From an optimization exercise on the open Yosys and OpenROAD flow, aimed at small area; shortcuts taken in it are not production practice. In this exercise RTL edits were held to simulation tests only and were not proved equivalent to the original. Power figures rest on the tool's default switching activity, not on a simulated workload.

$ cat flow/run.sh
#!/bin/bash
set -euo pipefail
export BUFFER_PORTS_ARGS="-buffer_cell sky130_fd_sc_hd__buf_1"
export CTS_ARGS="-sink_clustering_enable -repair_clock_nets -dont_use_dummy_load -buf_list sky130_fd_sc_hd__clkbuf_4 -sink_buffer_max_cap_derate 0.3"
bash standard.sh > standard_flow.log 2>&1
$ cat standard.sh
#!/bin/bash
# synth_recipe.tcl (not shown) runs the flow's synth.tcl, then flattens the netlist and writes it again
# the make line also repeats each setting of config.mk as NAME=value (left out here)
make -C /OpenROAD-flow-scripts/flow DESIGN_CONFIG=/design/flow/config.mk WORK_HOME=/design/flow/orfs CLKGATE_MAP_FILE= SYNTH_SCRIPT=/design/flow/synth_recipe.tcl "${@:-finish}"
$ cat config.mk
export PLATFORM = sky130hd
export DESIGN_NAME = iot_filter_engine
export DESIGN_NICKNAME = iot_filter_engine
export VERILOG_FILES = /design/flow/design.v
export SDC_FILE = /design/flow/constraint.sdc
export NUM_CORES = 4
export LEC_CHECK = 0
export CAP_MARGIN = 20
export CORE_MARGIN = 2
export CORE_UTILIZATION = 40
export SLEW_MARGIN = 20
$ cat constraint.sdc
create_clock -name core_clock -period 9.0 [get_ports {clk}]
set_input_delay 1.8000 -clock core_clock [delete_from_list [all_inputs] [get_ports {clk}]]
set_output_delay 1.8000 -clock core_clock [all_outputs]
set_load 0.01 [all_outputs]
$ cat design.v
module iot_filter_engine #(
    parameter int DATA_W  = 128,
    parameter int IN_W    = 8,
    parameter int GROUP_N = 8,
    parameter int FRAME_N = 96
) (
    input  logic                clk,
    input  logic                rst,
    input  logic                in_en,
    input  logic [IN_W-1:0]     iot_in,
    input  logic [2:0]          fn_sel,
    input  logic [DATA_W-1:0]   thr_lo,
    input  logic [DATA_W-1:0]   thr_hi,
    output logic                busy,
    output logic                valid,
    output logic [DATA_W-1:0]   iot_out,
    output logic                frame_done
);
    localparam int BEATS = DATA_W / IN_W;
    localparam int BW    = (BEATS > 1) ? $clog2(BEATS) : 1;
    localparam int LG    = $clog2(GROUP_N);
    localparam int WW    = $clog2(FRAME_N);
    localparam int AW    = DATA_W + LG;
    localparam logic [2:0] M_PASS    = 3'b000;
    localparam logic [2:0] M_MAX     = 3'b001;
    localparam logic [2:0] M_MIN     = 3'b010;
    localparam logic [2:0] M_AVG     = 3'b011;
    localparam logic [2:0] M_EXTRACT = 3'b100;
    localparam logic [2:0] M_EXCLUDE = 3'b101;
    localparam logic [2:0] M_PMAX    = 3'b110;
    localparam logic [2:0] M_PMIN    = 3'b111;
    logic [BW-1:0]     beat_q;
    logic [WW-1:0]     wcnt_q;       
    logic              word_vld_q;   
    logic              busy_q, valid_q, fdone_q;
    logic [DATA_W-1:0] out_q;
    logic [DATA_W-1:0] sr_q;
    logic [2:0]        mode_q;
    logic [AW-1:0]     a_q;
    logic [DATA_W-1:0] b_q;          
    logic              have_q;       
    logic              flag_q;       
    logic              agt_q, alt_q;  
    logic              bgt_q, blt_q;  
    localparam int K  = 8;
    localparam int NB = (AW + K - 1) / K;
    function automatic logic [AW-1:0] add(input logic [AW-1:0] x, input logic [AW-1:0] y);
        logic [AW-1:0] s0, s;
        logic          c, pre, cb;
        cb = 1'b0;
        for (int b = 0; b < NB; b++) begin
            c   = 1'b0;
            pre = 1'b1;
            for (int i = b * K; i < (b + 1) * K && i < AW; i++) begin
                s0[i] = x[i] ^ y[i] ^ c;
                c     = (x[i] & y[i]) | (c & (x[i] ^ y[i]));
            end
            for (int i = b * K; i < (b + 1) * K && i < AW; i++) begin
                s[i] = s0[i] ^ (cb & pre);
                pre  = pre & s0[i];
            end
            cb = c | (pre & cb);
        end
        add = s;
    endfunction
    logic              accept, start, wlast;
    logic              pos0, grp_last, frm_last;
    logic              is_max, is_ext, is_avg, is_peak, is_rng;
    logic              take, ga, gs;
    logic [AW-1:0]     ya, sum;
    logic [IN_W-1:0]   ext_top, ta, tb;
    logic [BW-1:0]     lane;
    logic              hit, flag_d, emit;
    logic              a_first, b_first;
    assign accept   = in_en && !busy_q;
    assign start    = accept && (beat_q == '0) && (wcnt_q == '0);
    assign wlast    = accept && (beat_q == BW'(BEATS - 1));
    assign pos0     = (wcnt_q[LG-1:0] == LG'(1));
    assign grp_last = (wcnt_q[LG-1:0] == '0);
    assign frm_last = (wcnt_q == '0);
    assign is_max  = (mode_q == M_MAX) || (mode_q == M_PMAX);
    assign is_ext  = (mode_q == M_MAX) || (mode_q == M_MIN) || is_peak;
    assign is_avg  = (mode_q == M_AVG);
    assign is_peak = mode_q[2] && mode_q[1];
    assign is_rng  = mode_q[2] && !mode_q[1];
    assign take = (pos0 && !(is_peak && have_q)) || (is_max ? !alt_q : alt_q);
    assign ga   = word_vld_q && (is_ext ? !take : (is_avg && !pos0));
    assign gs   = is_ext ? take : 1'b1;
    assign ya   = !word_vld_q ? {thr_lo, LG'(0)} :
                  is_avg      ? AW'(sr_q) : ({sr_q, LG'(0)} & {AW{gs}});
    assign sum  = add(a_q & {AW{ga}}, ya);
    assign hit    = mode_q[0] ? alt_q : agt_q;
    assign flag_d = (flag_q && !pos0) || hit;
    always_comb begin
        case (mode_q)
            M_PASS:               emit = 1'b1;
            M_EXTRACT:            emit = !alt_q && !bgt_q;
            M_EXCLUDE:            emit = alt_q || bgt_q;
            M_PMAX, M_PMIN:       emit = grp_last && (!have_q || flag_d);
            default:              emit = grp_last;
        endcase
    end
    assign lane    = ~beat_q;
    assign ext_top = take ? sr_q[DATA_W-1 -: IN_W] : a_q[AW-1 -: IN_W];
    always_comb begin
        if (start)                           ta = thr_lo[DATA_W-1 -: IN_W];
        else if (word_vld_q && is_ext)       ta = ext_top;
        else                                 ta = a_q[LG + IN_W * lane +: IN_W];
        if (start)                           tb = thr_hi[DATA_W-1 -: IN_W];
        else                                 tb = b_q[IN_W * lane +: IN_W];
    end
    assign a_first = (beat_q == '0) || (!agt_q && !alt_q);
    assign b_first = (beat_q == '0) || (!bgt_q && !blt_q);
    always_ff @(posedge clk or negedge rst) begin
        if (!rst) begin
            beat_q     <= '0;
            wcnt_q     <= '0;
            word_vld_q <= 1'b0;
            busy_q     <= 1'b0;
            valid_q    <= 1'b0;
            fdone_q    <= 1'b0;
            out_q      <= '0;
        end else begin
            word_vld_q <= wlast;
            valid_q    <= word_vld_q && emit;
            fdone_q    <= word_vld_q && frm_last;
            if (fdone_q) busy_q <= 1'b0;
            if (accept) begin
                beat_q <= beat_q + 1'b1;
                if (wlast) begin
                    if (wcnt_q == WW'(FRAME_N - 1)) begin
                        wcnt_q <= '0;
                        busy_q <= 1'b1;
                    end else begin
                        wcnt_q <= wcnt_q + 1'b1;
                    end
                end
            end
            if (word_vld_q && emit) out_q <= sum[AW-1:LG];
        end
    end
    always_ff @(posedge clk) begin
        if (accept) begin
            sr_q <= {sr_q[DATA_W-IN_W-1:0], iot_in};
            if (a_first) begin
                agt_q <= iot_in > ta;
                alt_q <= iot_in < ta;
            end
            if (b_first) begin
                bgt_q <= iot_in > tb;
                blt_q <= iot_in < tb;
            end
        end
        if (start) begin
            mode_q <= fn_sel;
            a_q    <= sum;
            b_q    <= thr_hi;
            have_q <= 1'b0;
        end else if (word_vld_q) begin
            if (is_ext || is_avg) a_q <= sum;
            if (is_peak) begin
                flag_q <= flag_d;
                if (emit) have_q <= 1'b1;
            end
        end
    end
    assign busy       = busy_q;
    assign valid      = valid_q;
    assign iot_out    = out_q;
    assign frame_done = fdone_q;
endmodule
==> impl_metrics.ini <==
[synthesis]
syn_inst = 2260
ys_seq_elements = 539
syn_nets = 2697
netlist_area_sq_um = 28700
synth.avg_cell_area_sq_um = 12.7
synth_top_cells_by_count = edfxtp_1 (395), nand2_1 (234), nor2_1 (188), dfrtp_1 (143), a22oi_1 (125)
yosysMostFrequentCell = edfxtp_1
synth_top_area_share = 0.413
synth_edf_count = 395
seq_area_frac_synth = 0.538
synthTopCellsByArea = edfxtp_1 (41%), dfrtp_1 (12%), fa_1 (7.9%)
ys_warn_count = 1
synth_cell_types = 74
synth_area_leader_cell = edfxtp_1
synthArstFlopShare = 0.265
synth_ff_type = edfxtp_1

[finish]
layout.nets = 3176
layout.cells.non_filler = 3694
fillers = 6720
area_growth_pct = 13.5
drive_gt1_frac = 0.141
final_util = 0.457
final_area_sq_um = 32600

[timing]
hold_viol_final = 0
clock_skew_ns = 0.0962
max_slew.worst_pin.slew_ns = 1.03
period_needed_ns = 8.61
fin_hold_ws_ns = 0.465
max_slew_margin = 0.310
period_share = 0.957
fmax_ghz = 0.116
setup_viol = 0
slew_violations = 0

[setup_path]
startpoint = mode_q[2]
setup.worst_path.end = out_q[102]
reg2reg_from = mode_q[2]
required_ns = 9.81
path_max_fanout = 24
endpoint_kind = register
critPathKind = reg2reg
worst-r2r-cell-count = 28
r2r-end = out_q[102]
ff2ff_setup_slack_ns = 0.39
start_kind = register
cp_common_cell = fa_1
critPathSlowestCell = or4_1
crit_arrival_ns = 9.42
slowest_delay_ns = 0.54

[grt]
grt_pass1_wl_microns = 132000
grtUsageTotal = 0.240
grt_overflow = 0
grt_antenna_before_repair = 7
grt_pass1_vias = 21200
grt_max_degree = 93

[routing]
via_per_inst = 5.64
vias = 20800
firstDrtPassIters = 5
drc = 0
routed_wl_microns = 89000
first_iter_violations = 1822
final_antenna_net_count = 0
wire_per_inst_microns = 24.1

[power_and_ir_drop]
leakage_nw = 12.0
irDropWorstVdd_mv = 0.0753
p_per_area_nw_per_um2 = 144

[cts]
clkTransAtPathRegs_ns = 0.06
cts_buffer_depth = 3
tritoncts = yes
cts_setup_buffers = 0
numCtsBuffers = 151
root_buffer = clkbuf_4
clk_latency_ns = 0.99
clock_sinks = 539
h-tree-depth = 4

[placed_design]
gp_congestion = 0.912
place_area_sq_um = 31400
dp_hpwl_microns = 65700
dpl.cell_count = 3535
port_buffers = 400

[min_path]
worstHoldPathType = reg2reg

[floorplanning]
die_area_sq_um = 74000
placementRows = 98
core_area_sq_um = 71400
die_height_microns = 272
ios = 401
start_util = 0.403
die_x_microns = 272

[status]
status = finished clean

[job]
maxCapViolations = 0
[kinds of logic (layout without fill, tap and decap cells)]
kind of cell / after synthesis / count (layout) / share of synthesized area
multiplexers: 163 / 163 / 0.0946
AO/OA/AOI/OAI: 392 / 392 / 0.0910
other: 0 / 7 / 0
AND/OR/NAND/NOR: 686 / 686 / 0.113
buffers and inverters: 204 / 681 / 0.0269
XOR/XNOR: 109 / 109 / 0.0340
adder cells (fa/ha/maj): 167 / 167 / 0.102
flip-flops: 539 / 539 / 0.538
[stage by stage]
step / setup TNS (ns) / total power [W] / setup WS [ns]
6_report: 0 / 0.00469 / 0.390
5_1_grt: -0.0129 / 0.00491 / -0.0129
4_1_cts: 0 / 0.00475 / 0.374
3_5_place_dp: 0 / 0.00303 / 0.264
3_3_place_gp: 0 / 0.00303 / 0.417
2_1_floorplan: 0 / 0.00289 / 0.924
[power breakdown]
part | switching, W | leakage [nW] | internal [W] | total (W)
Combinational | 0.000182 | 5.98 | 0.000124 | 0.000307
Sequential | 0.0000108 | 5.28 | 0.00267 | 0.00268
Clock | 0.000947 | 0.695 | 0.000758 | 0.00171
Total | 0.00114 | 12.0 | 0.00355 | 0.00469
[cells in the final DEF (no fill, tap or decap), types with 13 or more instances in the layout]
cell type	Yosys	final
nand2_1	234	233
and3_1	14	13
ha_1	54	54
xor2_1	33	33
a22oi_1	125	125
clkbuf_4	0	152
o21ai_0	56	56
mux4_2	80	80
mux2i_1	15	15
xnor2_1	74	74
dfrtp_1	143	140
nor2b_1	15	14
fa_1	113	113
nand2b_1	14	14
inv_1	80	79
buf_1	25	399
a211oi_1	14	14
and2_1	100	99
mux2_2	66	66
buf_4	0	44
a21oi_1	118	117
nand4_1	20	20
nand3_1	37	37
edfxtp_1	395	395
nor2_1	188	188
[worst min path at each step]
stage,start,end,slack (ns),cells past startpoint
after floorplan,sr_q[0],sr_q[8],0.44,0
after global placement,fdone_q,busy_q,0.44,1
after detailed placement,fdone_q,busy_q,0.46,1
after global routing,sr_q[90],sr_q[98],0.49,0
after CTS,fdone_q,busy_q,0.47,1
final,fdone_q,busy_q,0.47,1
[state kept, by name, indices dropped and copies added, names as in the netlist, 3 cells and up]
register  cells
b_q         128
beat_q        4
sr_q        128
wcnt_q        7
mode_q        3
a_q         131
out_q       128
[metal layers]
metal	track usage	wire, microns	vias to the layer above
met5	0	0	-
met4	0.0776	2440	0
met3	0.0520	5770	159
met2	0.399	44000	827
met1	0.314	36700	10600
li1	-	-	9215
[area by class of cell]
type | instances | area (sq um) | area share
diodes | 7 | 17.5 | 0.000537
repair buffers | 449 | 1930 | 0.0593
multi-input cells | 1517 | 12600 | 0.385
well taps | 950 | 1190 | 0.0365
flip-flops and latches | 539 | 15500 | 0.474
clock buffers | 151 | 1130 | 0.0348
inverters | 81 | 307 | 0.00940
[critical path, delay by kind of cell, from the launching register on]
kind | cells | cell delay [ns]
and+or+nand+nor | 7 | 1.95
adders and majority gates | 8 | 3.15
DFF | 1 | 0.50
AOI/OAI and AO/OA | 8 | 2.07
xor gates and xnor gates | 1 | 0.09
muxes | 1 | 0.26
buffers and inverters | 3 | 0.42
[timing repair]
action / in CTS / in global routing
resized for setup: 0 / 1
hold buffers: 0 / 0
setup endpoints to repair: 0 / 1

what the ideal ports hide:
No port has a modelled driver above. Below, the same layout with a new extraction and two added sets of constraints. Step 1: set_driving_cell puts a clkbuf_16 on clk and a buf_2 on each other input, an assumption about the parent block. Step 2, shift: input delay + t, output delay - t, t = (earliest + latest rising clock arrival at the registers) / 2. This alone moves slack from input paths to output paths. a / b / c = ideal / step 1 / step 2; a / b = the first two.
t, ns: 0.994
setup slack, ns: 0.390 / 0.390 / 0.189
clock arrival spread, ns: 0.101 / 0.101
worst data-port slew with drivers (ns): 0.12
After both steps setup and hold are still met in this run. For this run, drivers alone change the setup slack by 0.000 ns; drivers and shift together by -0.201 ns.
